Background: an optimization exercise with open tools, aiming at a short achievable clock period and few clock cycles per item. Do not read the settings as production practice.
Function was checked by simulation only, so behaviour that the tests miss may differ from the original.
In every run shown here, the design's own scripts or RTL, not TritonCTS, make the clock network.
The clock port is modelled as an ideal driver, which makes a skipped or thinned clock tree look cheaper than it is; a real chip needs a root buffer or a tree.
Power and IR drop assume default switching activity.

===== flow/run.sh =====
#!/bin/bash
# Standard ORFS layout, except that the clock tree is built by
# flow/clock_tree.tcl (two buffer levels) in place of TritonCTS.
set -euo pipefail
here=$(pwd)
FLOW_ROOT_CELL=sky130_fd_sc_hd__clkinv_16 FLOW_LEAF_CELL=sky130_fd_sc_hd__clkinv_8 FLOW_LEAF_MAX=16 bash standard.sh finish "PRE_CTS_TCL=$here/flow/clock_tree.tcl" > standard.log 2>&1

===== flow/clock_tree.tcl =====
# Sourced by ORFS's cts.tcl before its clock tree step (PRE_CTS_TCL). It
# replaces clock_tree_synthesis with a two-level tree of clkbuf_16 cells
# built here: the clock port drives 4 root buffers, each root drives the
# leaf buffers of one quarter of the flip-flops, and each leaf buffer drives
# a compact cluster of at most LEAF_MAX flip-flops. Every flip-flop is behind
# exactly two buffers, so the tree is balanced by construction; the rest of
# cts.tcl (legalisation, timing repair) runs unchanged.

proc my_tree_split {pts max} {
  # pts: list of {x y iterm}. Cut along the longer side into
  # ceil(n / max) parts of near-equal size, by recursive cuts in proportion
  # to the number of parts on each side. Returns a list of parts.
  set n [llength $pts]
  set parts [expr {($n + $max - 1) / $max}]
  if {$parts <= 1} { return [list $pts] }
  set xs [lsort -integer [lmap p $pts {lindex $p 0}]]
  set ys [lsort -integer [lmap p $pts {lindex $p 1}]]
  set w [expr {[lindex $xs end] - [lindex $xs 0]}]
  set h [expr {[lindex $ys end] - [lindex $ys 0]}]
  set k [expr {$w >= $h ? 0 : 1}]
  set s [lsort -integer -index $k $pts]
  set p1 [expr {$parts / 2}]
  set cut [expr {($n * $p1 + $parts / 2) / $parts}]
  set m1 [expr {($cut + $p1 - 1) / $p1}]
  set m2 [expr {($n - $cut + ($parts - $p1) - 1) / ($parts - $p1)}]
  return [concat [my_tree_split [lrange $s 0 [expr {$cut - 1}]] $m1] \
                 [my_tree_split [lrange $s $cut end] $m2]]
}

proc my_tree_centroid {pts} {
  set sx 0; set sy 0
  foreach p $pts { set sx [expr {$sx + [lindex $p 0]}]; set sy [expr {$sy + [lindex $p 1]}] }
  set n [llength $pts]
  return [list [expr {$sx / $n}] [expr {$sy / $n}]]
}

proc my_tree_out {inst} {
  foreach it [$inst getITerms] {
    if {[$it isOutputSignal]} { return $it }
  }
  error "no output pin on [$inst getName]"
}

proc my_tree_buffer {block master name xy} {
  set inst [odb::dbInst_create $block $master $name]
  set w [[$inst getMaster] getWidth]
  set h [[$inst getMaster] getHeight]
  $inst setLocation [expr {[lindex $xy 0] - $w / 2}] [expr {[lindex $xy 1] - $h / 2}]
  $inst setPlacementStatus PLACED
  return $inst
}

proc my_tree_net {block name} {
  set net [odb::dbNet_create $block $name]
  $net setSigType CLOCK
  return $net
}

catch {rename clock_tree_synthesis my_orig_clock_tree_synthesis}
proc clock_tree_synthesis {args} {
  set leaf_max 12
  if {[info exists ::env(FLOW_LEAF_MAX)]} { set leaf_max $::env(FLOW_LEAF_MAX) }
  set block [ord::get_db_block]
  set root_cell sky130_fd_sc_hd__clkbuf_16
  set leaf_cell sky130_fd_sc_hd__clkbuf_16
  if {[info exists ::env(FLOW_ROOT_CELL)]} { set root_cell $::env(FLOW_ROOT_CELL) }
  if {[info exists ::env(FLOW_LEAF_CELL)]} { set leaf_cell $::env(FLOW_LEAF_CELL) }
  set root_master [[ord::get_db] findMaster $root_cell]
  set leaf_master [[ord::get_db] findMaster $leaf_cell]
  set clk [$block findNet clk]
  set sinks {}
  foreach it [$clk getITerms] {
    set xy [$it getAvgXY]
    if {[lindex $xy 0] == 0} {
      set loc [[$it getInst] getLocation]
      set xy [list 1 [lindex $loc 0] [lindex $loc 1]]
    }
    lappend sinks [list [lindex $xy 1] [lindex $xy 2] $it]
  }
  puts "bench clock tree: [llength $sinks] sinks on clk"
  # four quarters of equal size, then clusters inside each
  set quarters [my_tree_split $sinks [expr {([llength $sinks] + 3) / 4}]]
  if {[llength $quarters] != 4} { error "expected 4 quarters, got [llength $quarters]" }
  set q 0
  set nleaf 0
  foreach quarter $quarters {
    set clusters [my_tree_split $quarter $leaf_max]
    set leaf_xy {}
    set rnet [my_tree_net $block "clknet_root_$q"]
    foreach cl $clusters {
      set xy [my_tree_centroid $cl]
      lappend leaf_xy $xy
      set leaf [my_tree_buffer $block $leaf_master "clkbuf_leaf_${q}_$nleaf" $xy]
      set lnet [my_tree_net $block "clknet_leaf_${q}_$nleaf"]
      foreach p $cl {
        set it [lindex $p 2]
        $it disconnect
        $it connect $lnet
      }
      [my_tree_out $leaf] connect $lnet
      [$leaf findITerm A] connect $rnet
      incr nleaf
    }
    set root [my_tree_buffer $block $root_master "clkbuf_root_$q" [my_tree_centroid $leaf_xy]]
    [my_tree_out $root] connect $rnet
    [$root findITerm A] connect $clk
    puts "bench clock tree: root $q drives [llength $clusters] leaf buffers"
    incr q
  }
  puts "bench clock tree: $nleaf leaf buffers"
  set_propagated_clock [all_clocks]
}

===== standard.sh =====
#!/bin/bash
# synth_recipe.tcl (not shown) runs the flow's synth.tcl, then flattens the netlist and writes it again
# the make line also repeats each setting of config.mk as NAME=value (left out here)
make -C /OpenROAD-flow-scripts/flow DESIGN_CONFIG=/design/flow/config.mk WORK_HOME=/design/flow/orfs CLKGATE_MAP_FILE= SYNTH_SCRIPT=/design/flow/synth_recipe.tcl "${@:-finish}"

===== config.mk =====
export PLATFORM = sky130hd
export DESIGN_NAME = bmem_line_adapter
export DESIGN_NICKNAME = bmem_line_adapter
export VERILOG_FILES = /design/flow/design.v
export SDC_FILE = /design/flow/constraint.sdc
export NUM_CORES = 4
export LEC_CHECK = 0
export CAP_MARGIN = 20
export CORE_AREA = 5 5 355 355
export DIE_AREA = 0 0 360 360
export SETUP_SLACK_MARGIN = 3.5
export SLEW_MARGIN = 20
export SYNTH_HIERARCHICAL = 1
export SYNTH_MINIMUM_KEEP_SIZE = 0

===== constraint.sdc =====
create_clock -name core_clock -period 5.0 [get_ports {clk}]
set_input_delay 1.0000 -clock core_clock [delete_from_list [all_inputs] [get_ports {clk}]]
set_output_delay 1.0000 -clock core_clock [all_outputs]
set_load 0.01 [all_outputs]

===== design.v =====
package bmem_pkg;
    localparam int BEAT_W      = 64;
    localparam int BEATS       = 4;
    localparam int LINE_W      = BEAT_W * BEATS;
    localparam int OFFSET_BITS = 5;
endpackage
module rr_arbiter2 (
    input  logic req_i,
    input  logic req_d,
    input  logic last_d,
    output logic gnt_d,
    output logic any_req
);
    assign gnt_d   = req_d & (~req_i | ~last_d);
    assign any_req = req_i | req_d;
endmodule
module bmem_line_adapter #(
    parameter int ADDR_W = 32,
    parameter int BEAT_W = 64,
    parameter int BEATS  = 4
) (
    input  logic                      clk,
    input  logic                      rst,
    input  logic [ADDR_W-1:0]         i_addr,
    input  logic                      i_read,
    output logic [BEAT_W*BEATS-1:0]   i_rdata,
    output logic                      i_resp,
    input  logic [ADDR_W-1:0]         d_addr,
    input  logic                      d_read,
    input  logic                      d_write,
    input  logic [BEAT_W*BEATS-1:0]   d_wdata,
    output logic [BEAT_W*BEATS-1:0]   d_rdata,
    output logic                      d_resp,
    output logic [ADDR_W-1:0]         bmem_addr,
    output logic                      bmem_read,
    output logic                      bmem_write,
    output logic [BEAT_W-1:0]         bmem_wdata,
    input  logic                      bmem_ready,
    input  logic [ADDR_W-1:0]         bmem_raddr,
    input  logic [BEAT_W-1:0]         bmem_rdata,
    input  logic                      bmem_rvalid
);
    localparam int LINE_W = BEAT_W * BEATS;
    localparam int CNT_W  = $clog2(BEATS);
    localparam int OFS    = bmem_pkg::OFFSET_BITS;
    localparam int LA_W   = ADDR_W - OFS;
    localparam logic [CNT_W-1:0] LAST_BEAT = CNT_W'(BEATS - 1);
    logic               i_rq, d_rq, d_wr_q;
    logic               rreq_q, rwait_q, wr_q;
    logic [CNT_W-1:0]   rcnt_q, wcnt_q;
    logic               cur_d_q, last_d_q, i_taken_q, d_taken_q;
    logic [LA_W-1:0]    la_q;         
    logic [LA_W-1:0]    rd_la_q;      
    logic [BEAT_W-1:0]  wdata_q;
    logic               i_resp_q, d_resp_q;
    logic [BEAT_W-1:0]  rdata_q, top_i_q, top_d_q;
    logic               hit_q;
    logic [CNT_W-1:0]   hidx_q;
    logic [LINE_W-BEAT_W-1:0] asm_i_q, asm_d_q;
    logic               pend_i, pend_d, nxt_d, nxt_valid, nxt_wr;
    assign pend_i = i_rq & ~i_taken_q;
    assign pend_d = d_rq & ~d_taken_q;
    rr_arbiter2 u_arb (
        .req_i   (pend_i),
        .req_d   (pend_d),
        .last_d  (last_d_q),
        .gnt_d   (nxt_d),
        .any_req (nxt_valid)
    );
    assign nxt_wr = nxt_d & d_wr_q;
    localparam int NS_W = 14;
    function automatic logic [NS_W-1:0] ctl_next(
        input logic             rdy,
        input logic             ev,
        input logic             rreq, rwait, wr,
        input logic [CNT_W-1:0] rcnt, wcnt,
        input logic             cur_d, last_d, i_taken, d_taken, i_resp, d_resp,
        input logic             nvalid, nd, nwr
    );
        logic             hit, rd_done, wr_done, start;
        logic             n_rreq, n_wr, n_rwait, n_cur_d, n_last_d, n_i_taken, n_d_taken;
        logic             n_i_resp, n_d_resp;
        logic [CNT_W-1:0] n_rcnt, n_wcnt;
        hit       = rwait & ev;
        rd_done   = hit & (rcnt == LAST_BEAT);
        wr_done   = wr & (wcnt == LAST_BEAT) & rdy;
        start     = nvalid & (~(rreq | rwait | wr) | rd_done | wr_done);
        n_rreq    = (rreq & ~rdy) | (start & ~nwr);
        n_wr      = (wr & ~wr_done) | (start & nwr);
        n_rwait   = (rreq & rdy) | (rwait & ~rd_done);
        n_rcnt    = rwait ? rcnt + CNT_W'(hit) : '0;
        n_wcnt    = wr ? wcnt + CNT_W'(rdy) : '0;
        n_cur_d   = start ? nd : cur_d;
        n_last_d  = start ? nd : last_d;
        n_i_taken = (start & ~nd) | (i_taken & ~i_resp);
        n_d_taken = (start & nd) | (d_taken & ~d_resp);
        n_i_resp  = rd_done & ~cur_d;
        n_d_resp  = (rd_done & cur_d) | wr_done;
        ctl_next = {n_rreq, n_wr, n_rwait, n_rcnt, n_wcnt, n_cur_d, n_last_d,
                    n_i_taken, n_d_taken, n_i_resp, n_d_resp, hit};
    endfunction
    logic [NS_W-1:0]  ns_00, ns_01, ns_10, ns_11, ns;
    localparam int HIT_N = 8;
    logic [HIT_N-1:0] ev;
    bmem_line_match #(.ADDR_W(ADDR_W), .OFS(OFS), .N(HIT_N)) u_match (
        .raddr  (bmem_raddr),
        .rvalid (bmem_rvalid),
        .line   (rd_la_q),
        .hit    (ev)
    );
    assign ns_00 = ctl_next(1'b0, 1'b0, rreq_q, rwait_q, wr_q, rcnt_q, wcnt_q, cur_d_q, last_d_q,
                            i_taken_q, d_taken_q, i_resp_q, d_resp_q, nxt_valid, nxt_d, nxt_wr);
    assign ns_01 = ctl_next(1'b0, 1'b1, rreq_q, rwait_q, wr_q, rcnt_q, wcnt_q, cur_d_q, last_d_q,
                            i_taken_q, d_taken_q, i_resp_q, d_resp_q, nxt_valid, nxt_d, nxt_wr);
    assign ns_10 = ctl_next(1'b1, 1'b0, rreq_q, rwait_q, wr_q, rcnt_q, wcnt_q, cur_d_q, last_d_q,
                            i_taken_q, d_taken_q, i_resp_q, d_resp_q, nxt_valid, nxt_d, nxt_wr);
    assign ns_11 = ctl_next(1'b1, 1'b1, rreq_q, rwait_q, wr_q, rcnt_q, wcnt_q, cur_d_q, last_d_q,
                            i_taken_q, d_taken_q, i_resp_q, d_resp_q, nxt_valid, nxt_d, nxt_wr);
    logic [NS_W-1:0] ns_0, ns_1;
    assign ns_0 = rst ? '0 : (bmem_ready ? ns_10 : ns_00);
    assign ns_1 = rst ? '0 : (bmem_ready ? ns_11 : ns_01);
    logic [3:0] ns_o;
    for (genvar i = 0; i < NS_W; i++) begin : g_ns
        if (i == 7 || i == 8) begin : g_w
            assign ns[i] = ns_0[i];
        end else begin : g_e
            bmem_seln u_sel (
                .s  (ev[i % HIT_N]),
                .an (~ns_0[i]),
                .bn (~ns_1[i]),
                .y  (ns[i])
            );
        end
    end
    bmem_seln u_sel_o0 (.s(ev[4]), .an(~ns_0[NS_W-1]), .bn(~ns_1[NS_W-1]), .y(ns_o[0]));
    bmem_seln u_sel_o1 (.s(ev[5]), .an(~ns_0[NS_W-2]), .bn(~ns_1[NS_W-2]), .y(ns_o[1]));
    bmem_seln u_sel_o2 (.s(ev[6]), .an(~ns_0[2]),      .bn(~ns_1[2]),      .y(ns_o[2]));
    bmem_seln u_sel_o3 (.s(ev[7]), .an(~ns_0[1]),      .bn(~ns_1[1]),      .y(ns_o[3]));
    logic bmem_read_o, bmem_write_o, i_resp_o, d_resp_o;
    always_ff @(posedge clk) begin
        if (rst) begin
            i_rq      <= 1'b0;
            d_rq      <= 1'b0;
            d_wr_q    <= 1'b0;
            hidx_q    <= '0;
        end else begin
            i_rq      <= i_read & ~i_resp_q;
            d_rq      <= (d_read | d_write) & ~d_resp_q;
            d_wr_q    <= d_write;
            hidx_q    <= rcnt_q;
        end
        {rreq_q, wr_q, rwait_q, rcnt_q, wcnt_q, cur_d_q, last_d_q,
         i_taken_q, d_taken_q, i_resp_q, d_resp_q, hit_q} <= ns;
    end
    always_ff @(posedge clk or posedge rst) begin
        if (rst) begin
            bmem_read_o  <= 1'b0;
            bmem_write_o <= 1'b0;
            i_resp_o     <= 1'b0;
            d_resp_o     <= 1'b0;
        end else begin
            bmem_read_o  <= ns_o[0];
            bmem_write_o <= ns_o[1];
            i_resp_o     <= ns_o[2];
            d_resp_o     <= ns_o[3];
        end
    end
    logic [LA_W-1:0]    ia, da, cur_la, nxt_la, la_rdy, la_nrdy, la_d;
    logic [CNT_W-1:0]   wsel_rdy, wsel_nrdy;
    logic [BEAT_W-1:0]  wd_rdy, wd_nrdy, wd_d;
    assign ia     = i_addr[ADDR_W-1:OFS];
    assign da     = d_addr[ADDR_W-1:OFS];
    assign cur_la = cur_d_q ? da : ia;
    assign nxt_la = nxt_d ? da : ia;
    always_comb begin
        if (rreq_q) begin
            la_rdy  = cur_la;
            la_nrdy = cur_la;
        end else if (wr_q) begin
            la_rdy  = (wcnt_q == LAST_BEAT) ? nxt_la : cur_la;
            la_nrdy = cur_la;
        end else begin
            la_rdy  = nxt_la;
            la_nrdy = nxt_la;
        end
    end
    bmem_mux2 #(.W(LA_W)) u_la (.s(bmem_ready), .a(la_nrdy), .b(la_rdy), .y(la_d));
    assign wsel_nrdy = wr_q ? wcnt_q : '0;
    assign wsel_rdy  = wr_q ? CNT_W'(wcnt_q + 1'b1) : '0;
    assign wd_nrdy   = d_wdata[wsel_nrdy*BEAT_W +: BEAT_W];
    assign wd_rdy    = d_wdata[wsel_rdy*BEAT_W +: BEAT_W];
    bmem_mux2 #(.W(BEAT_W)) u_wd (.s(bmem_ready), .a(wd_nrdy), .b(wd_rdy), .y(wd_d));
    always_ff @(posedge clk) begin
        la_q    <= la_d;
        rd_la_q <= cur_la;
        wdata_q <= wd_d;
        rdata_q <= bmem_rdata;
        top_i_q <= rwait_q ? bmem_rdata : rdata_q;
        top_d_q <= rwait_q ? bmem_rdata : top_i_q;
        for (int k = 0; k < BEATS-1; k++) begin
            if (hit_q && hidx_q == CNT_W'(k)) begin
                asm_i_q[k*BEAT_W +: BEAT_W] <= rdata_q;
                asm_d_q[k*BEAT_W +: BEAT_W] <= rdata_q;
            end else begin
                asm_i_q[k*BEAT_W +: BEAT_W] <= asm_d_q[k*BEAT_W +: BEAT_W];
                asm_d_q[k*BEAT_W +: BEAT_W] <= asm_i_q[k*BEAT_W +: BEAT_W];
            end
        end
    end
    assign bmem_addr  = {la_q, {OFS{1'b0}}};
    assign bmem_read  = bmem_read_o;
    assign bmem_write = bmem_write_o;
    assign bmem_wdata = wdata_q;
    assign i_resp     = i_resp_o;
    assign d_resp     = d_resp_o;
    assign i_rdata    = {top_i_q, asm_i_q};
    assign d_rdata    = {top_d_q, asm_d_q};
endmodule
module bmem_line_match #(
    parameter int ADDR_W = 32,
    parameter int OFS    = 5,
    parameter int N      = 1
) (
    input  logic [ADDR_W-1:0]     raddr,
    input  logic                  rvalid,
    input  logic [ADDR_W-OFS-1:0] line,
    output logic [N-1:0]          hit
);
    logic [29:0] t0;
    logic [14:0] t1;     
    logic [6:0]  t2;     
    logic [1:0]  t3;     
    for (genvar i = 0; i < ADDR_W - OFS; i++) begin : g_x
        bmem_xnor2 u (.a(raddr[OFS+i]), .b(line[i]), .y(t0[i]));
    end
    assign t0[27] = rvalid;
    bmem_nor3 u_z0 (.a(raddr[0]), .b(raddr[1]), .c(raddr[2]), .y(t0[28]));
    bmem_nor2 u_z1 (.a(raddr[3]), .b(raddr[4]), .y(t0[29]));
    for (genvar i = 0; i < 15; i++) begin : g_l1
        bmem_nand2 u (.a(t0[2*i]), .b(t0[2*i+1]), .y(t1[i]));
    end
    for (genvar i = 0; i < 6; i++) begin : g_l2
        bmem_nor2 u (.a(t1[2*i]), .b(t1[2*i+1]), .y(t2[i]));
    end
    bmem_nor3 u_l2 (.a(t1[12]), .b(t1[13]), .c(t1[14]), .y(t2[6]));
    bmem_nand4 u_l3a (.a(t2[0]), .b(t2[1]), .c(t2[2]), .d(t2[3]), .y(t3[0]));
    bmem_nand3 u_l3b (.a(t2[4]), .b(t2[5]), .c(t2[6]), .y(t3[1]));
    for (genvar i = 0; i < N; i++) begin : g_l4
        bmem_nor2 u (.a(t3[0]), .b(t3[1]), .y(hit[i]));
    end
endmodule
module bmem_xnor2 (input logic a, input logic b, output logic y);
    assign y = ~(a ^ b);
endmodule
module bmem_nand2 (input logic a, input logic b, output logic y);
    assign y = ~(a & b);
endmodule
module bmem_nand3 (input logic a, input logic b, input logic c, output logic y);
    assign y = ~(a & b & c);
endmodule
module bmem_nand4 (input logic a, input logic b, input logic c, input logic d,
                   output logic y);
    assign y = ~(a & b & c & d);
endmodule
module bmem_nor2 (input logic a, input logic b, output logic y);
    assign y = ~(a | b);
endmodule
module bmem_nor3 (input logic a, input logic b, input logic c, output logic y);
    assign y = ~(a | b | c);
endmodule
module bmem_mux2 #(
    parameter int W = 1
) (
    input  logic         s,
    input  logic [W-1:0] a,
    input  logic [W-1:0] b,
    output logic [W-1:0] y
);
    assign y = s ? b : a;
endmodule
module bmem_seln (
    input  logic s,
    input  logic an,
    input  logic bn,
    output logic y
);
    assign y = ~(s ? bn : an);
endmodule

==> results_dict.tcl, run 1 <==
set metrics [dict create \
    hp-start "asm_d_q[144]" \
    swShare 0.330 \
    synth-edff-count 0 \
    max_freq_ghz 0.506 \
    worst_slew_pin_slew_ps 589 \
    dp_hpwl_um 91300 \
    grt_use_met3 0.0687 \
    crit_arrival_ps 970 \
    hp-class "reg2reg" \
    yosysUniqueCellTypes 49 \
    power.density_nw_per_um2 222 \
    period_share 0.395 \
    grt_usage 0.235 \
    fillers 11100 \
    syn_inst 3262 \
    critPathMaxStageDelay_ps 440 \
    start_util 0.227 \
    peakVddDrop_mv 0.408 \
    drive_gt1_frac 0.597 \
    fin_skew_ps 80.8 \
    die_w_um 360 \
    p_clk_frac 0.240 \
    worst_setup_path_end_kind "output pin" \
    slew_viol_final 0 \
    worstPathRequired_ps 4000 \
    io_pins 1035 \
    num_vias 30100 \
    yosys_warnings 7 \
    fin_hold_ws_ps 412 \
    area_growth_pct 96.4 \
    synthTopCellsByArea "dfxtp_1 52%, nand2_1 18%, mux2_4 4.4%" \
    async_flop_share 0.00558 \
    die_h_um 360 \
    totalWireLength_um 169000 \
    insertion_delay_ps 370 \
    sequentialPowerShare 0.533 \
    via_per_inst 4.72 \
    grt_pass1_vias 28600 \
    nets 5139 \
    setup_slack_ps 3030 \
    grt_use_met2 0.391 \
    critPathSlowestCell "dfrtp_1" \
    cts_hold_buf 0 \
    core_um2 122000 \
    min_period_ps 1970 \
    portBuffers 1019 \
    rows 128 \
    yosys_most_used_dff "dfxtp_1" \
    regToRegSetupSlack_ps 3150 \
    start_kind "flip-flop" \
    busiest_layer "met2" \
    path_buf_inv 1 \
    yosysTopAreaCell "dfxtp_1" \
    routedWlPerCell_um 26.5 \
    drt_iter0_drc 2208 \
    crit_chain "buf_6" \
    drc 0 \
    setup_violations 0 \
    leakage_nw 25.0 \
    p_sw_w 0.00397 \
    path_class "reg2out" \
    avgSynthCellArea_um2 8.46 \
    grt_pass1_wl_um 223000 \
    grt_setup_unrepaired "true" \
    crit_cells 1 \
    yosysSeqAreaShare 0.521 \
    maxSlewHeadroom 0.607 \
    routabilityCongestion 0.849 \
    internal_power_w 0.00806 \
    ys_ff_latch 717 \
    ant_nets 0 \
    totalNegativeSetupSlack_ps 0 \
    gr-total-overflow 0 \
    antenna_found_initial 52 \
    hold_violations 0 \
    timing.rr.start "wcnt_q[0]" \
    critPathCapture "i_resp" \
    grt_max_degree 82 \
    synth_top_area_frac 0.517 \
    r2r-end "wdata_q[32]" \
    p_comb_frac 0.227 \
    dieArea_um2 130000 \
    reg2reg_depth 8 \
    status "finished clean" \
    critPathLaunch "i_resp_o" \
    clkTransAtPathRegs_ps 120 \
    syn-cell-area_um2 27600 \
    multi_input_area_um2 16600 \
    maxCapViolations 0 \
    ff_latch_area_um2 15200 \
    cpLargestDelayFamily "flip-flops" \
    grt_util_met1 0.287 \
    dpl_worst_slack_ps 1640 \
    drtPass1Iterations 5 \
    crit_fanout 1 \
]
==> per-stage QoR <==
stage / util / power [W] / std cells / area, µm²
6_report: 0.445 / 0.0120 / 6374 / 54200
5_1_grt: 0.445 / 0.0125 / 6368 / 54200
4_1_cts: 0.407 / 0.0118 / 6154 / 49500
3_5_place_dp: 0.322 / 0.00854 / 5728 / 39200
3_3_place_gp: 0.322 / 0.00852 / 5728 / 39200
2_1_floorplan: - / 0.00723 / 3268 / 27900
==> sequential cells by signal (all words and copies together) (netlist names), 27 cells and up <==
signal,cells
asm_d_q,192
asm_i_q,192
la_q,27
rd_la_q,27
rdata_q,64
top_d_q,64
top_i_q,64
wdata_q,64
==> modules after synthesis, one instance, submodules excluded, excerpt <==
module             flip-flops and latches  copies in the design  cells
bmem_line_adapter                     717                     1   3082
rr_arbiter2                             0                     1      2
bmem_nor3                               0                     2      1
bmem_seln                               0                    16      1
bmem_xnor2                              0                    27      1
bmem_nand4                              0                     1      1
bmem_nand3                              0                     1      1
bmem_nand2                              0                    15      1
bmem_nor2                               0                    15      1
==> per-layer routing <==
layer  vias to the layer above  routed length [µm]
li1                      13500                   -
met1                     14600               65400
met2                      1618               78600
met3                       407               15800
met4                        16                9110
met5                         -                  98
==> worst min-delay path by stage <==
| stage | to | cells after the start |
|---|---|---|
| floorplan | i_rq | 1 |
| global placement | asm_d_q[117] | 2 |
| detailed placement | d_rq | 1 |
| CTS | asm_i_q[129] | 2 |
| global route | asm_i_q[144] | 2 |
| finish | asm_i_q[144] | 2 |
==> cell usage in the layout (no fill, tap or decap), drive strengths merged, types with 2 or more instances in the layout <==
| cell type | count |
|---|---|
| and2b | 5 |
| and2 | 5 |
| nand2 | 1319 |
| dlygate4sd2 | 146 |
| and3 | 4 |
| nor2 | 48 |
| a211oi | 128 |
| mux2i | 70 |
| xor2 | 2 |
| nand3 | 3 |
| o21ai | 131 |
| nor3 | 4 |
| inv | 158 |
| or2 | 2 |
| o211ai | 3 |
| nand2b | 6 |
| clkinv | 52 |
| dlymetal6s2s | 6 |
| dfrtp | 4 |
| buf | 1176 |
| a31oi | 132 |
| nand3b | 2 |
| mux2 | 119 |
| nand4 | 3 |
| and3b | 4 |
| diode | 36 |
| a21oi | 30 |
| or3b | 8 |
| conb | 8 |
| clkbuf | 11 |
| clkdlybuf4s50 | 179 |
| nor3b | 2 |
| clkdlybuf4s15 | 53 |
| nor2b | 132 |
| xnor2 | 27 |
| dfxtp | 713 |
| a21o | 8 |
==> cells in the mapped netlist (all sizes together), types with 27 or more instances <==
library cell and instances:
clkbuf 70, buf 136, inv 159, nor2b 131, dfxtp 713, o21ai 131
nor2 48, a21oi 30, a31oi 132, xnor2 27, mux2 119, a211oi 128
mux2i 70, nand2 1307
==> power groups by stage <==
stage | combinational [W] | sequential [W] | clock (W)
after floorplan | 0.000721 | 0.00651 | 0
after global placement | 0.00210 | 0.00642 | 0
after detailed placement | 0.00212 | 0.00642 | 0
after CTS | 0.00249 | 0.00639 | 0.00297
after global routing | 0.00287 | 0.00645 | 0.00319
final | 0.00273 | 0.00641 | 0.00289
==> cell type report <==
type,instances,share of cell area
repair buffers,1572,0.346
multi-input cells,2213,0.306
flip-flops and latches,717,0.281
well taps,1625,0.0375
inverters,211,0.0277
diodes,36,0.00166
==> cells by family after synthesis <==
| group | synth area share |
|---|---|
| AND/OR/NAND/NOR | 0.223 |
| flip-flops | 0.521 |
| AO/OA/AOI/OAI | 0.0985 |
| buffers and inverters | 0.0628 |
| multiplexers | 0.0848 |
| XOR/XNOR | 0.00920 |
| other | 0.000272 |
| adder cells (fa/ha/maj) | 0.000453 |
==> timing repair <==
item | 4_1_cts | 5_1_grt
endpoints found under the setup margin | 1231 | 1130
buffers inserted | 247 | 177
gates resized for setup | 5021 | 794
pin swaps | 687 | 413
cloned | 127 | 7
Testbench counts, summed over its fixed seeds: cycles 31,485, items 4,800.
==> run 2: changes to the inputs <==
==> flow/run.sh (replaced) <==
#!/bin/bash
# Standard ORFS layout, except that the clock tree is built by
# flow/clock_tree.tcl (two buffer levels) in place of TritonCTS.
set -euo pipefail
here=$(pwd)
FLOW_ROOT_CELL=sky130_fd_sc_hd__clkinv_16 FLOW_LEAF_CELL=sky130_fd_sc_hd__clkinv_8 FLOW_LEAF_MAX=16 bash standard.sh finish "PRE_CTS_TCL=$here/flow/clock_tree.tcl" "BUFFER_PORTS_ARGS=-inputs -outputs -buffer_cell sky130_fd_sc_hd__buf_4" > standard.log 2>&1
==> run 2 against run 1 <==
- cell count down 3.2%
- die area unchanged
- global-route usage down 2.9 points
- power down 0.49%
- routed wire length down 6.2%
- combinational power down 1%
- flip-flop and latch count unchanged
- critical path depth up 6
- register-to-register slack worse by 170 ps
- core utilization down 3.8 points
- synthesized cell count unchanged
==> results_dict.tcl, run 2 <==
set metrics [dict create \
    placed_cells 5728 \
    fin_skew_ps 91.8 \
    yosys_most_used_dff "dfxtp_1" \
    routedWlPerCell_um 25.7 \
    totalWireLength_um 159000 \
    core_um2 122000 \
    rows 128 \
    yosysSeqAreaShare 0.521 \
    hp-class "reg2reg" \
    setup_violations 0 \
    synth_commonest_cells "1306 x nand2_1, 713 x dfxtp_1, 159 x inv_1, 132 x a31oi_1" \
    drtPass1Iterations 9 \
    synth_top_area_frac 0.517 \
    postPlaceCellArea_um2 36700 \
    die_w_um 360 \
    synthTopCellsByArea "dfxtp_1 52%, nand2_1 18%, mux2_4 4.4%" \
    yosys_warnings 7 \
    routabilityCongestion 0.883 \
    drc 0 \
    start_kind "flip-flop" \
    fillers 11600 \
    totalNegativeSetupSlack_ps 0 \
    gr-total-overflow 0 \
    max_freq_ghz 0.496 \
    grt_pass1_wl_um 199000 \
    grt_pass1_vias 27200 \
    num_vias 29200 \
    grt_util_met1 0.248 \
    mostFrequentLayoutCells "922 x nand2_1, 641 x buf_6, 591 x dfxtp_2" \
    final_area_um2 49600 \
    leakage_nw 23.2 \
    slew_viol_final 0 \
    final_common_cell "nand2_1" \
    maxCapViolations 0 \
    dp_hpwl_um 90600 \
    portBuffers 1019 \
    multi_input_area_um2 15300 \
    path_class "reg2reg" \
    holdPathStages 2 \
    dieArea_um2 130000 \
    avgSynthCellArea_um2 8.46 \
    power.density_nw_per_um2 242 \
    grt_setup_unrepaired "true" \
    crit_arrival_ps 2320 \
    syn_inst 3262 \
    worst_slew_pin_slew_ps 517 \
    min_period_ps 2020 \
    yosysTopAreaCell "dfxtp_1" \
    worst_setup_path_end_kind "flip-flop" \
    top_regs "asm_d_q: 192 flops, asm_i_q: 192 flops" \
    syn-cell-area_um2 27600 \
    drt_iter0_drc 2690 \
    area_growth_pct 79.5 \
    peakVddDrop_mv 0.358 \
    ant_nets 0 \
    worstPathRequired_ps 5300 \
    yosysUniqueCellTypes 49 \
    hold_violations 0 \
    async_flop_share 0.00558 \
    insertion_delay_ps 370 \
    grt_use_met3 0.0616 \
    grt_use_met2 0.352 \
    ys_ff_latch 717 \
    maxSlewHeadroom 0.655 \
    io_pins 1035 \
    die_h_um 360 \
    busiest_layer "met2" \
    reg2reg_depth 7 \
    period_share 0.403 \
    yosysMostFrequentCell "nand2_1" \
    grt_usage 0.206 \
    grt_max_degree 83 \
    crit_fanout 32 \
    ff_latch_area_um2 15200 \
    synth-edff-count 0 \
    final_cells 6167 \
    start_util 0.227 \
    drive_gt1_frac 0.611 \
    clkTransAtPathRegs_ps 110 \
    via_per_inst 4.74 \
    antenna_found_initial 30 \
    power.total_w 0.0120 \
    nets 4950 \
    status "finished clean" \
]
## run 2: cell counts after synthesis
Identical to the previous run, type by type.
## run 2: area by class of cell
type	instances	area share
multi-input combinational	2220	0.309
antenna	18	0.000909
timing repair buffer	1376	0.312
inverter	211	0.0303
tap	1625	0.0410
sequential	717	0.306
## run 2: cell families (layout without fill, tap and decap cells)
logic type | Yosys count | after routing | share of synthesized area
xor gates and xnor gates | 29 | 29 | 0.00920
buffers and inverters | 365 | 1587 | 0.0628
and+or+nand+nor | 1522 | 1556 | 0.223
muxes | 189 | 189 | 0.0848
AOI/OAI and AO/OA | 437 | 437 | 0.0985
other | 2 | 26 | 0.000272
adders and majority gates | 1 | 1 | 0.000453
DFF | 717 | 717 | 0.521
## run 2: critical path: stages (launching register included)
cell	delay, ps
dfxtp_4	420
buf_12	150
buf_4	130
nand2b_4	210
buf_12	240
nand2_1	150
a31oi_1	390
mux2_4	250
## run 2: path summary, 6_finish.rpt
kind	from	end	slack, ps
setup / recovery	wcnt_q[0]	wdata_q[2]	2980
hold / removal	asm_i_q[76]	asm_d_q[76]	400
setup reg to reg	wcnt_q[0]	wdata_q[2]	2980
hold reg to reg	asm_i_q[76]	asm_d_q[76]	400
max in group asynchronous	rst	bmem_write_o	4050
min in group asynchronous	rst	i_resp_o	750
## run 2: modules after synthesis (local to each module, per instance), excerpt
| module | cell area (µm²) | flip-flops and latches |
|---|---|---|
| bmem_seln | 10.0 | 0 |
| bmem_nand4 | 6.26 | 0 |
| bmem_xnor2 | 8.76 | 0 |
| bmem_nand2 | 3.75 | 0 |
| bmem_line_adapter | 25500 | 717 |
| bmem_nor3 | 10.0 | 0 |
| bmem_nand3 | 5.00 | 0 |
| bmem_nor2 | 3.75 | 0 |
| rr_arbiter2 | 13.8 | 0 |
## run 2: per-layer routing
metal,wire (µm),share of wire
met5,53,0.00033
met4,9270,0.058
met3,16100,0.10
met2,73000,0.46
met1,60100,0.38
## run 2: metrics by stage
step | setup WS, ps | utilization | hold WS (ps)
after floorplan | 2930 | - | 402
after CTS | 2990 | 0.367 | 385
after detailed placement | 2140 | 0.302 | 422
final | 2980 | 0.407 | 401
after global placement | 2180 | 0.302 | 428
after global routing | 2930 | 0.407 | 407
## run 2: power by group
| group | internal [W] | switching (W) | leakage (nW) |
|---|---|---|---|
| logic | 0.00150 | 0.00119 | 16.7 |
| clock network | 0.000427 | 0.00242 | 0.377 |
| registers | 0.00614 | 0.000298 | 6.12 |
| total | 0.00807 | 0.00391 | 23.2 |
## run 2: repair_timing
item	in CTS	in global routing
endpoints found under the setup margin	1210	1061
hold buffers	0	0
pin swaps	217	326
gates resized for setup	1519	707
cloned	69	58
buffers inserted	152	90
==> run 3: changes to the inputs <==
==> flow/run.sh (replaced) <==
#!/bin/bash
# Standard ORFS layout, except that the clock tree is built by
# flow/clock_tree.tcl (two buffer levels) in place of TritonCTS.
set -euo pipefail
here=$(pwd)
FLOW_ROOT_CELL=sky130_fd_sc_hd__clkinv_16 FLOW_LEAF_CELL=sky130_fd_sc_hd__clkinv_8 FLOW_LEAF_MAX=12 bash standard.sh finish "PRE_CTS_TCL=$here/flow/clock_tree.tcl" "BUFFER_PORTS_ARGS=-inputs -outputs -buffer_cell sky130_fd_sc_hd__buf_4" > standard.log 2>&1
==> run 3 against run 2 <==
- core utilization up 1.4 points
- maximum frequency up 0.54%
- first-iteration DRC count down 3.2%
- clock power up about 10%
- critical path depth up 2
- die area unchanged
- cell area up 3.5%
- largest cell class unchanged
- critical path type is now in2reg
- cell count up 0.99%
- sequential share of layout area down 1.0 points
- still clean on timing, DRC and antenna
- clock skew up 1.8 ps
- power up 2.7%
- synthesized area unchanged
==> results_dict.tcl, run 3 <==
set metrics [dict create \
    status "finished clean" \
    cpLargestDelayFamily "simple AND/OR/NAND/NOR gates" \
    async_flop_share 0.00558 \
    p_sw_w 0.00413 \
    dp_hpwl_um 90600 \
    antenna_found_initial 35 \
    num_vias 29800 \
    grt_max_degree 83 \
    holdPathStages 2 \
    synthTopCellsByArea "dfxtp_1 52%, nand2_1 18%, mux2_4 4.4%" \
    r2r-end "wdata_q[3]" \
    critPathMaxStageDelay_ps 260 \
    crit_chain "buf_6, xnor2_2, nand2_2, nor3_4, nand3_4, buf_12, buf_12, nor2_4, mux2i_1" \
    insertion_delay_ps 400 \
    core_um2 122000 \
    syn_inst 3262 \
    totalNegativeSetupSlack_ps 0 \
    io_pins 1035 \
    routedWlPerCell_um 26.6 \
    crit_fanout 7 \
    internal_power_w 0.00816 \
    synth_top_area_frac 0.517 \
    leakage_nw 24.0 \
    die_h_um 360 \
    via_per_inst 4.78 \
    grt_use_met3 0.0764 \
    totalWireLength_um 166000 \
    avgSynthCellArea_um2 8.46 \
    grt_pass1_wl_um 209000 \
    drive_gt1_frac 0.648 \
    drt_iter0_drc 2603 \
    yosysUniqueCellTypes 49 \
    ff_latch_area_um2 15200 \
    fin_skew_ps 93.6 \
    reg2reg_depth 9 \
    p_comb_frac 0.221 \
    synth_commonest_cells "1306 x nand2_1, 713 x dfxtp_1, 159 x inv_1, 132 x a31oi_1" \
    period_share 0.401 \
    nets 5006 \
    setup_violations 0 \
    swShare 0.336 \
    rows 128 \
    hold_end "asm_d_q[76]" \
    drc 0 \
    yosysMostFrequentCell "nand2_1" \
    synth-edff-count 0 \
    maxSlewHeadroom 0.664 \
    cts_hold_buf 0 \
    ant_nets 0 \
    yosysTopAreaCell "dfxtp_1" \
    hp-start "asm_i_q[76]" \
    crit_arrival_ps 2330 \
    final_common_cell "nand2_1" \
    grt_util_met1 0.256 \
    hold_violations 0 \
    gr-total-overflow 0 \
    top_regs "asm_d_q: 192 flops, asm_i_q: 192 flops" \
    grt_use_met2 0.364 \
    grt_pass1_vias 28300 \
    mostFrequentLayoutCells "771 x nand2_1, 646 x buf_6, 589 x dfxtp_2" \
    ys_ff_latch 717 \
    maxCapViolations 0 \
    area_growth_pct 85.7 \
    busiest_layer "met2" \
    power.density_nw_per_um2 240 \
    cpMostUsedCell "buf_12" \
    worst_setup_path_end_kind "flip-flop" \
    timing.rr.start "wcnt_q[0]" \
    slew_viol_final 0 \
    hp-class "reg2reg" \
    regToRegSetupSlack_ps 3140 \
    max_freq_ghz 0.499 \
    utilization 0.421 \
    routabilityCongestion 0.883 \
    multi_input_area_um2 15800 \
    critPathSlowestCell "nor3_4" \
    clkTransAtPathRegs_ps 90 \
    path_class "in2reg" \
    crit_cells 9 \
    syn-cell-area_um2 27600 \
    peakVddDrop_mv 0.427 \
    portBuffers 1019 \
    fillers 11400 \
    min_period_ps 2010 \
    p_clk_frac 0.256 \
    drtPass1Iterations 5 \
    worstPathRequired_ps 5320 \
    yosys_most_used_dff "dfxtp_1" \
    dieArea_um2 130000 \
    worst_slew_pin_slew_ps 503 \
    grt_usage 0.218 \
    path_buf_inv 3 \
    start_util 0.227 \
    yosysSeqAreaShare 0.521 \
    start_kind "primary input" \
    sequentialPowerShare 0.524 \
    die_w_um 360 \
    yosys_warnings 7 \
    grt_setup_unrepaired "true" \
]
==> run 3: Yosys stat by module, one instance, submodules excluded, a selection <==
module	copies in the design	area [µm²]
bmem_line_adapter	1	25500
bmem_nand2	15	3.75
bmem_nand3	1	5.00
bmem_nand4	1	6.26
bmem_nor2	15	3.75
bmem_nor3	2	10.0
bmem_seln	16	10.0
bmem_xnor2	27	8.76
rr_arbiter2	1	13.8
==> run 3: worst max path at each step <==
stage                   start      endpoint  slack (ps)
6_report       bmem_raddr[30]      i_resp_q        2990
3_3_place_gp             wr_q   wdata_q[24]        2180
3_5_place_dp             wr_q   wdata_q[17]        2140
4_1_cts              i_resp_o        i_resp        2970
2_1_floorplan      bmem_ready   bmem_read_o        2930
5_1_grt        bmem_raddr[30]  bmem_write_o        2910
==> run 3: routing by layer <==
layer,share of wire,vias to the layer above,wire length (µm)
li1,-,13300,-
met1,0.38,14200,62200
met2,0.46,1810,76000
met3,0.10,515,16700
met4,0.064,14,10700
met5,0.00056,-,93
==> run 3: per-stage QoR <==
| stage | instance area (µm²) | worst slack [ps] | hold WS [ps] | std cells | power (W) |
|---|---|---|---|---|---|
| 2_1_floorplan | 27900 | 2930 | 402 | 3268 | 0.00723 |
| 3_3_place_gp | 36700 | 2180 | 428 | 5728 | 0.00830 |
| 3_5_place_dp | 36700 | 2140 | 422 | 5728 | 0.00833 |
| 4_1_cts | 46700 | 2970 | 392 | 6076 | 0.0121 |
| 5_1_grt | 51300 | 2910 | 419 | 6222 | 0.0128 |
| 6_report | 51300 | 2990 | 415 | 6228 | 0.0123 |
==> run 3: logic make-up after synthesis <==
logic type | Yosys count | synth area share
buf+inv | 365 | 0.0628
flops | 717 | 0.521
fa+ha+maj | 1 | 0.000453
xor+xnor | 29 | 0.00920
simple gates | 1522 | 0.223
other cells | 2 | 0.000272
mux | 189 | 0.0848
compound gates | 437 | 0.0985
==> run 3: timing repair <==
action                                  4_1_cts  5_1_grt
endpoints found under the setup margin     1211     1091
cloned                                       99       43
pin swaps                                   356      400
resized for setup                          1711      775
setup buffers                               185       86
==> run 3: power groups by stage <==
stage	Combinational [W]	Clock (W)	Sequential [W]
after CTS	0.00249	0.00324	0.00641
final	0.00271	0.00314	0.00644
after global placement	0.00188	0	0.00642
after detailed placement	0.00191	0	0.00642
after global routing	0.00285	0.00344	0.00647
after floorplan	0.000721	0	0.00651
==> run 3: layout make-up <==
class	instances	share of cell area
Tap cell	1625	0.0397
Sequential cell	717	0.296
Inverter	223	0.0331
Antenna cell	23	0.00112
Timing Repair Buffer	1422	0.322
Multi-Input combinational cell	2218	0.308
==> run 3: worst reg2reg max path: stages, from the launching register on <==
cell and delay (ps):
dfxtp_4 370, buf_12 130, buf_12 140, buf_6 130
buf_12 150, buf_12 140, buf_16 150, a211oi_2 190
a31oi_1 80, mux2_4 310
==> run 4: changes to the inputs <==
==> flow/run.sh (replaced) <==
#!/bin/bash
# Standard ORFS layout, except that the clock tree is built by
# flow/clock_tree.tcl (two buffer levels) in place of TritonCTS.
set -euo pipefail
here=$(pwd)
FLOW_LEAF_MAX=16 bash standard.sh finish "PRE_CTS_TCL=$here/flow/clock_tree.tcl" > standard.log 2>&1
--- a/flow/clock_tree.tcl
+++ b/flow/clock_tree.tcl
@@ -34,13 +34,6 @@
   return [list [expr {$sx / $n}] [expr {$sy / $n}]]
 }
 
-proc my_tree_out {inst} {
-  foreach it [$inst getITerms] {
-    if {[$it isOutputSignal]} { return $it }
-  }
-  error "no output pin on [$inst getName]"
-}
-
 proc my_tree_buffer {block master name xy} {
   set inst [odb::dbInst_create $block $master $name]
   set w [[$inst getMaster] getWidth]
@@ -61,12 +54,7 @@
   set leaf_max 12
   if {[info exists ::env(FLOW_LEAF_MAX)]} { set leaf_max $::env(FLOW_LEAF_MAX) }
   set block [ord::get_db_block]
-  set root_cell sky130_fd_sc_hd__clkbuf_16
-  set leaf_cell sky130_fd_sc_hd__clkbuf_16
-  if {[info exists ::env(FLOW_ROOT_CELL)]} { set root_cell $::env(FLOW_ROOT_CELL) }
-  if {[info exists ::env(FLOW_LEAF_CELL)]} { set leaf_cell $::env(FLOW_LEAF_CELL) }
-  set root_master [[ord::get_db] findMaster $root_cell]
-  set leaf_master [[ord::get_db] findMaster $leaf_cell]
+  set master [[ord::get_db] findMaster sky130_fd_sc_hd__clkbuf_16]
   set clk [$block findNet clk]
   set sinks {}
   foreach it [$clk getITerms] {
@@ -90,19 +78,19 @@
     foreach cl $clusters {
       set xy [my_tree_centroid $cl]
       lappend leaf_xy $xy
-      set leaf [my_tree_buffer $block $leaf_master "clkbuf_leaf_${q}_$nleaf" $xy]
+      set leaf [my_tree_buffer $block $master "clkbuf_leaf_${q}_$nleaf" $xy]
       set lnet [my_tree_net $block "clknet_leaf_${q}_$nleaf"]
       foreach p $cl {
         set it [lindex $p 2]
         $it disconnect
         $it connect $lnet
       }
-      [my_tree_out $leaf] connect $lnet
+      [$leaf findITerm X] connect $lnet
       [$leaf findITerm A] connect $rnet
       incr nleaf
     }
-    set root [my_tree_buffer $block $root_master "clkbuf_root_$q" [my_tree_centroid $leaf_xy]]
-    [my_tree_out $root] connect $rnet
+    set root [my_tree_buffer $block $master "clkbuf_root_$q" [my_tree_centroid $leaf_xy]]
+    [$root findITerm X] connect $rnet
     [$root findITerm A] connect $clk
     puts "bench clock tree: root $q drives [llength $clusters] leaf buffers"
     incr q
==> run 4 against run 3 <==
- still clean on timing, DRC and antenna
- critical endpoint is now i_resp
- register-to-register slack worse by 30 ps
- global-route usage up 1.7 points
- clock skew up 9.6 ps
- synthesized cell count unchanged
- highest routed layer unchanged
- critical path type is now reg2out
==> results_dict.tcl, run 4 <==
set metrics [dict create \
    setup_violations 0 \
    yosysSeqAreaShare 0.521 \
    ys_ff_latch 717 \
    totalWireLength_um 167000 \
    worst_slew_pin_slew_ps 545 \
    routedWlPerCell_um 26.5 \
    period_share 0.421 \
    yosys_warnings 7 \
    timing.rr.start "wcnt_q[0]" \
    via_per_inst 4.74 \
    maxCapViolations 0 \
    ant_nets 0 \
    postPlaceCellArea_um2 39200 \
    fillers 11200 \
    regToRegSetupSlack_ps 3110 \
    synth_top_area_frac 0.517 \
    synthTopCellsByArea "dfxtp_1 52%, nand2_1 18%, mux2_4 4.4%" \
    path_buf_inv 1 \
    antenna_found_initial 60 \
    cpLargestDelayFamily "flip-flops" \
    final_area_um2 53600 \
    synth-edff-count 0 \
    hold_end "asm_d_q[37]" \
    leakage_nw 24.4 \
    mostFrequentLayoutCells "704 x nand2_1, 632 x buf_6, 554 x dfxtp_2" \
    start_util 0.227 \
    p_clk_frac 0.298 \
    crit_arrival_ps 1100 \
    area_growth_pct 94.0 \
    yosysTopAreaCell "dfxtp_1" \
    io_pins 1035 \
    drt_iter0_drc 2301 \
    grt_max_degree 82 \
    hp-class "reg2reg" \
    max_freq_ghz 0.475 \
    routabilityCongestion 0.849 \
    peakVddDrop_mv 0.417 \
    fin_hold_ws_ps 393 \
    grt_pass1_vias 29000 \
    syn_inst 3262 \
    dpl_worst_slack_ps 1640 \
    final_common_cell "nand2_1" \
    avgSynthCellArea_um2 8.46 \
    die_w_um 360 \
    grt_setup_unrepaired "true" \
    swShare 0.272 \
    maxSlewHeadroom 0.637 \
    path_class "reg2out" \
    drive_gt1_frac 0.581 \
    slew_viol_final 0 \
    gr-total-overflow 0 \
    hp-start "asm_i_q[37]" \
    totalNegativeSetupSlack_ps 0 \
    internal_power_w 0.00949 \
    nets 5079 \
    critPathSlowestCell "dfrtp_1" \
    syn-cell-area_um2 27600 \
    start_kind "flip-flop" \
    die_h_um 360 \
    yosysUniqueCellTypes 49 \
    yosys_most_used_dff "dfxtp_1" \
    core_um2 122000 \
    holdPathStages 2 \
    portBuffers 1019 \
    worstPathRequired_ps 4000 \
    power.total_w 0.0130 \
    grt_pass1_wl_um 223000 \
    crit_fanout 1 \
    clkTransAtPathRegs_ps 100 \
    synth_commonest_cells "1306 x nand2_1, 713 x dfxtp_1, 159 x inv_1, 132 x a31oi_1" \
    reg2reg_depth 6 \
    power.density_nw_per_um2 243 \
    dieArea_um2 130000 \
    critPathMaxStageDelay_ps 440 \
    hold_violations 0 \
    drtPass1Iterations 7 \
    insertion_delay_ps 500 \
    grt_usage 0.235 \
    p_comb_frac 0.210 \
    min_period_ps 2100 \
    worst_setup_path_end_kind "output pin" \
    p_sw_w 0.00354 \
    top_regs "asm_d_q: 192 flops, asm_i_q: 192 flops" \
    yosysMostFrequentCell "nand2_1" \
    crit_chain "buf_6" \
    setup_slack_ps 2900 \
    status "finished clean" \
    sequentialPowerShare 0.492 \
    rows 128 \
    fin_skew_ps 103 \
    drc 0 \
    r2r-end "wdata_q[25]" \
    dp_hpwl_um 91300 \
    num_vias 29900 \
    async_flop_share 0.00558 \
]
run 4: how the worst max path moves through the flow:
stage                     startpoint     endpoint  cells past startpoint
after global placement     wcnt_q[0]  wdata_q[43]                      6
after CTS                   i_resp_o       i_resp                      1
final                       i_resp_o       i_resp                      1
after global routing        i_resp_o       i_resp                      1
after floorplan           bmem_ready  bmem_read_o                      6
after detailed placement   wcnt_q[0]  wdata_q[43]                      6
run 4: power groups by stage:
stage                     Clock, W  Combinational, W  Sequential (W)
after global placement           0           0.00210         0.00642
after global routing       0.00414           0.00288         0.00644
after floorplan                  0          0.000721         0.00651
after CTS                  0.00393           0.00254         0.00638
after detailed placement         0           0.00212         0.00642
final                      0.00388           0.00274         0.00641
run 4: metrics by stage:
step | cells | utilization
2_1_floorplan | 3268 | -
3_3_place_gp | 5728 | 0.322
3_5_place_dp | 5728 | 0.322
4_1_cts | 6156 | 0.406
5_1_grt | 6312 | 0.440
6_report | 6318 | 0.440
run 4: cells by family after synthesis:
| kind of cell | count (synthesis) | share of synthesized area |
|---|---|---|
| buf+inv | 365 | 0.0628 |
| fa+ha+maj | 1 | 0.000453 |
| simple gates | 1522 | 0.223 |
| xor+xnor | 29 | 0.00920 |
| flops | 717 | 0.521 |
| compound gates | 437 | 0.0985 |
| mux | 189 | 0.0848 |
| other cells | 2 | 0.000272 |
run 4: per-layer routing:
metal / vias to the layer above / wire [µm] / GRT usage
met3: 458 / 15200 / 0.0670
met4: 26 / 9140 / 0.0885
li1: 13400 / - / -
met5: - / 158 / 0
met1: 14400 / 64900 / 0.285
met2: 1578 / 78000 / 0.395
run 4: layout make-up:
cell class / instances / area [µm²] / area share
Antenna cell: 40 / 100 / 0.00187
Buffer: 52 / 1300 / 0.0243
Inverter: 159 / 601 / 0.0112
Multi-Input combinational cell: 2215 / 16200 / 0.302
Sequential cell: 717 / 15200 / 0.283
Tap cell: 1625 / 2030 / 0.0380
Timing Repair Buffer: 1510 / 18200 / 0.339
run 4: timing repair:
action,in CTS,in global routing
hold buffers,0,0
setup endpoints to repair,1230,1103
cloned,128,5
buffers inserted,248,117
pin swaps,558,429
resized for setup,4732,788
run 4: Yosys stat by module (local to each module, per instance), a selection:
module / flip-flops and latches / cell area [µm²] / times used
bmem_line_adapter: 717 / 25500 / 1
bmem_nand2: 0 / 3.75 / 15
bmem_nand3: 0 / 5.00 / 1
bmem_nand4: 0 / 6.26 / 1
bmem_nor2: 0 / 3.75 / 15
bmem_nor3: 0 / 10.0 / 2
bmem_seln: 0 / 10.0 / 16
bmem_xnor2: 0 / 8.76 / 27
rr_arbiter2: 0 / 13.8 / 1
==> run 5: changes to the inputs <==
==> flow/run.sh (replaced) <==
#!/bin/bash
# Standard ORFS layout, except that the clock tree is built by
# flow/clock_tree.tcl in place of TritonCTS: the clock port drives four
# clkinv_16 roots, each root drives clkinv_8 leaves, and each leaf drives a
# compact cluster of at most 16 flip-flops (two inversions, so every
# flip-flop sees the clock's own polarity behind the same two cells).
# make's and the tools' full output goes to standard.log; ORFS keeps each
# step's log under orfs/logs.
set -euo pipefail
here=$(pwd)
FLOW_ROOT_CELL=sky130_fd_sc_hd__clkinv_16 FLOW_LEAF_CELL=sky130_fd_sc_hd__clkinv_8 FLOW_LEAF_MAX=16 bash standard.sh finish "PRE_CTS_TCL=$here/flow/clock_tree.tcl" > standard.log 2>&1
--- a/flow/clock_tree.tcl
+++ b/flow/clock_tree.tcl
@@ -1,10 +1,12 @@
 # Sourced by ORFS's cts.tcl before its clock tree step (PRE_CTS_TCL). It
-# replaces clock_tree_synthesis with a two-level tree of clkbuf_16 cells
-# built here: the clock port drives 4 root buffers, each root drives the
-# leaf buffers of one quarter of the flip-flops, and each leaf buffer drives
-# a compact cluster of at most LEAF_MAX flip-flops. Every flip-flop is behind
-# exactly two buffers, so the tree is balanced by construction; the rest of
-# cts.tcl (legalisation, timing repair) runs unchanged.
+# replaces clock_tree_synthesis with a two-level tree built here: the clock
+# port drives 4 root cells, each root drives the leaf cells of one quarter of
+# the flip-flops, and each leaf drives a compact cluster of at most
+# FLOW_LEAF_MAX flip-flops. The root and leaf cells are FLOW_ROOT_CELL and
+# FLOW_LEAF_CELL (clkbuf_16 by default; two inverters keep the clock's
+# polarity). Every flip-flop is behind exactly one root and one leaf, so the
+# tree is balanced by construction; the rest of cts.tcl (legalisation, timing
+# repair) runs unchanged.
 
 proc my_tree_split {pts max} {
   # pts: list of {x y iterm}. Cut along the longer side into
@@ -34,6 +36,13 @@
   return [list [expr {$sx / $n}] [expr {$sy / $n}]]
 }
 
+proc my_tree_out {inst} {
+  foreach it [$inst getITerms] {
+    if {[$it isOutputSignal]} { return $it }
+  }
+  error "no output pin on [$inst getName]"
+}
+
 proc my_tree_buffer {block master name xy} {
   set inst [odb::dbInst_create $block $master $name]
   set w [[$inst getMaster] getWidth]
@@ -54,7 +63,12 @@
   set leaf_max 12
   if {[info exists ::env(FLOW_LEAF_MAX)]} { set leaf_max $::env(FLOW_LEAF_MAX) }
   set block [ord::get_db_block]
-  set master [[ord::get_db] findMaster sky130_fd_sc_hd__clkbuf_16]
+  set root_cell sky130_fd_sc_hd__clkbuf_16
+  set leaf_cell sky130_fd_sc_hd__clkbuf_16
+  if {[info exists ::env(FLOW_ROOT_CELL)]} { set root_cell $::env(FLOW_ROOT_CELL) }
+  if {[info exists ::env(FLOW_LEAF_CELL)]} { set leaf_cell $::env(FLOW_LEAF_CELL) }
+  set root_master [[ord::get_db] findMaster $root_cell]
+  set leaf_master [[ord::get_db] findMaster $leaf_cell]
   set clk [$block findNet clk]
   set sinks {}
   foreach it [$clk getITerms] {
@@ -78,19 +92,19 @@
     foreach cl $clusters {
       set xy [my_tree_centroid $cl]
       lappend leaf_xy $xy
-      set leaf [my_tree_buffer $block $master "clkbuf_leaf_${q}_$nleaf" $xy]
+      set leaf [my_tree_buffer $block $leaf_master "clkbuf_leaf_${q}_$nleaf" $xy]
       set lnet [my_tree_net $block "clknet_leaf_${q}_$nleaf"]
       foreach p $cl {
         set it [lindex $p 2]
         $it disconnect
         $it connect $lnet
       }
-      [$leaf findITerm X] connect $lnet
+      [my_tree_out $leaf] connect $lnet
       [$leaf findITerm A] connect $rnet
       incr nleaf
     }
-    set root [my_tree_buffer $block $master "clkbuf_root_$q" [my_tree_centroid $leaf_xy]]
-    [$root findITerm X] connect $rnet
+    set root [my_tree_buffer $block $root_master "clkbuf_root_$q" [my_tree_centroid $leaf_xy]]
+    [my_tree_out $root] connect $rnet
     [$root findITerm A] connect $clk
     puts "bench clock tree: root $q drives [llength $clusters] leaf buffers"
     incr q
==> run 5 against run 4 <==
- flip-flop and latch count unchanged
- maximum frequency up 6.5%
- critical endpoint unchanged
- critical path depth unchanged
- via count up 0.64%
- combinational power about the same
- register-to-register slack better by 40 ps
- power down 7.7%
- synthesized cell count unchanged
- die area unchanged
- highest routed layer unchanged
==> results_dict.tcl, run 5 <==
set metrics [dict create \
    path_class "reg2out" \
    setup_violations 0 \
    sequentialPowerShare 0.533 \
    p_sw_w 0.00397 \
    worst_slew_pin_slew_ps 589 \
    die_h_um 360 \
    core_um2 122000 \
    synth_commonest_cells "1306 x nand2_1, 713 x dfxtp_1, 159 x inv_1, 132 x a31oi_1" \
    yosysMostFrequentCell "nand2_1" \
    synth-edff-count 0 \
    drtPass1Iterations 5 \
    routedWlPerCell_um 26.5 \
    antenna_found_initial 52 \
    min_period_ps 1970 \
    hold_violations 0 \
    final_common_cell "nand2_1" \
    mostFrequentLayoutCells "699 x nand2_1, 630 x buf_6, 535 x dfxtp_2" \
    utilization 0.445 \
    yosys_most_used_dff "dfxtp_1" \
    power.total_w 0.0120 \
    grt_max_degree 82 \
    synth_top_area_frac 0.517 \
    p_comb_frac 0.227 \
    crit_arrival_ps 970 \
    peakVddDrop_mv 0.408 \
    area_growth_pct 96.4 \
    start_util 0.227 \
    fin_hold_ws_ps 412 \
    grt_usage 0.235 \
    crit_fanout 1 \
    p_clk_frac 0.240 \
    dp_hpwl_um 91300 \
    async_flop_share 0.00558 \
    maxCapViolations 0 \
    hp-class "reg2reg" \
    syn-cell-area_um2 27600 \
    insertion_delay_ps 370 \
    io_pins 1035 \
    grt_use_met3 0.0687 \
    avgSynthCellArea_um2 8.46 \
    ant_nets 0 \
    postPlaceCellArea_um2 39200 \
    swShare 0.330 \
    maxSlewHeadroom 0.607 \
    totalWireLength_um 169000 \
    grt_util_met1 0.287 \
    grt_setup_unrepaired "true" \
    nets 5139 \
    cts_hold_buf 0 \
    syn_inst 3262 \
    worst_setup_path_end_kind "output pin" \
    drt_iter0_drc 2208 \
    dieArea_um2 130000 \
    crit_chain "buf_6" \
    final_area_um2 54200 \
    portBuffers 1019 \
    max_freq_ghz 0.506 \
    critPathSlowestCell "dfrtp_1" \
    status "finished clean" \
    internal_power_w 0.00806 \
    via_per_inst 4.72 \
    yosysUniqueCellTypes 49 \
    path_buf_inv 1 \
    routabilityCongestion 0.849 \
    ys_ff_latch 717 \
    drive_gt1_frac 0.597 \
    grt_pass1_vias 28600 \
    rows 128 \
    leakage_nw 25.0 \
    power.density_nw_per_um2 222 \
    synthTopCellsByArea "dfxtp_1 52%, nand2_1 18%, mux2_4 4.4%" \
    drc 0 \
    gr-total-overflow 0 \
    yosysTopAreaCell "dfxtp_1" \
    top_regs "asm_d_q: 192 flops, asm_i_q: 192 flops" \
    worstPathRequired_ps 4000 \
    start_kind "flip-flop" \
    yosys_warnings 7 \
    cpLargestDelayFamily "flip-flops" \
    die_w_um 360 \
    busiest_layer "met2" \
    grt_pass1_wl_um 223000 \
    clkTransAtPathRegs_ps 120 \
    fin_skew_ps 80.8 \
    slew_viol_final 0 \
    yosysSeqAreaShare 0.521 \
    critPathMaxStageDelay_ps 440 \
    totalNegativeSetupSlack_ps 0 \
    grt_use_met2 0.391 \
    num_vias 30100 \
    period_share 0.395 \
]
[run 5: cell counts after synthesis]
Identical to the previous run, type by type.
[run 5: final cells by class]
class                   instances  area [µm²]
inverters                     211        1500
diodes                         36        90.1
fillers                     11100       67500
well taps                    1625        2030
repair buffers               1572       18800
flip-flops and latches        717       15200
multi-input cells            2213       16600
[run 5: worst paths after layout]
kind	start	to	slack, ps	cells past startpoint
setup reg to reg	wcnt_q[0]	wdata_q[32]	3150	8
max in group asynchronous	rst	bmem_write_o	4180	3
hold reg to reg	asm_d_q[144]	asm_i_q[144]	410	2
setup / recovery	i_resp_o	i_resp	3030	1
hold / removal	asm_d_q[144]	asm_i_q[144]	410	2
min in group asynchronous	rst	i_resp_o	720	3
[run 5: metrics by stage]
| stage | setup slack (ps) | std cells |
|---|---|---|
| 6_report | 3030 | 6374 |
| 5_1_grt | 2960 | 6368 |
| 4_1_cts | 2950 | 6154 |
| 3_5_place_dp | 1640 | 5728 |
| 3_3_place_gp | 1730 | 5728 |
| 2_1_floorplan | 2930 | 3268 |
[run 5: per-module statistics from Yosys (local to each module, per instance), excerpt]
module             copies in the design  area [µm²]  flops+latches
bmem_nand3                            1        5.00              0
bmem_line_adapter                     1       25500            717
bmem_seln                            16        10.0              0
bmem_xnor2                           27        8.76              0
bmem_nand4                            1        6.26              0
bmem_nor2                            15        3.75              0
rr_arbiter2                           1        13.8              0
bmem_nor3                             2        10.0              0
bmem_nand2                           15        3.75              0
[run 5: logic make-up (layout without fill, tap and decap cells)]
logic type | count (synthesis) | after routing | synth area share
flip-flops | 717 | 717 | 0.521
multiplexers | 189 | 189 | 0.0848
AND/OR/NAND/NOR | 1522 | 1549 | 0.223
other | 2 | 44 | 0.000272
buffers and inverters | 365 | 1783 | 0.0628
AO/OA/AOI/OAI | 437 | 437 | 0.0985
adder cells (fa/ha/maj) | 1 | 1 | 0.000453
XOR/XNOR | 29 | 29 | 0.00920
[run 5: power groups by stage]
stage / Sequential [W] / Combinational [W] / Clock, W
final: 0.00641 / 0.00273 / 0.00289
after global routing: 0.00645 / 0.00287 / 0.00319
after CTS: 0.00639 / 0.00249 / 0.00297
after detailed placement: 0.00642 / 0.00212 / 0
after global placement: 0.00642 / 0.00210 / 0
after floorplan: 0.00651 / 0.000721 / 0
[run 5: per-layer routing]
layer,wire (µm),share of wire
met1,65400,0.39
met2,78600,0.46
met3,15800,0.093
met4,9110,0.054
met5,98,0.00058
[run 5: what timing repair did]
item / 4_1_cts / 5_1_grt
cloned: 127 / 7
pin swaps: 687 / 413
endpoints found under the setup margin: 1231 / 1130
setup buffers: 247 / 177
gates resized for setup: 5021 / 794

separate check: timing with driven ports:
No port has a modelled driver above. Below, the same layouts with a new extraction and two added sets of constraints.
Step 1 sets driving cells, clkbuf_16 on the clock port and buf_2 on the other inputs (assumed; they add their load-dependent delay and slew).
Step 2 adds t to the input delays and takes it off the output delays; t is the mean of the earliest and latest rising clock arrival at the registers after step 1. Input paths then give back, and output paths get back, about the clock's delay inside the block.
Three values: no drivers, after step 1, after step 2; two values: the first two.
| run | shift t [ns] | slack for setup (ns) | worst hold slack (ns) | worst slew at a driven data input, ns | pins driven straight from the clock port |
|---|---|---|---|---|---|
| run 1 | 0.610 | 3.026 / 2.743 / 2.698 | 0.412 / 0.413 / 0.413 | 0.22 | 4 |
| run 2 | 0.602 | 2.983 / 2.752 / 2.623 | 0.401 / 0.401 / 0.401 | 0.21 | 4 |
| run 3 | 0.637 | 2.994 / 2.730 / 2.592 | 0.415 / 0.416 / 0.416 | 0.21 | 4 |
| run 4 | 0.605 | 2.897 / 2.740 / 2.582 | 0.393 / 0.392 / 0.392 | 0.22 | 4 |
| run 5 | 0.610 | 3.026 / 2.743 / 2.698 | 0.412 / 0.413 / 0.413 | 0.22 | 4 |
After both steps every run listed still meets setup and hold. The setup slack of run 3, which loses most, moves by -0.264 ns with the drivers and by -0.402 ns with both steps.
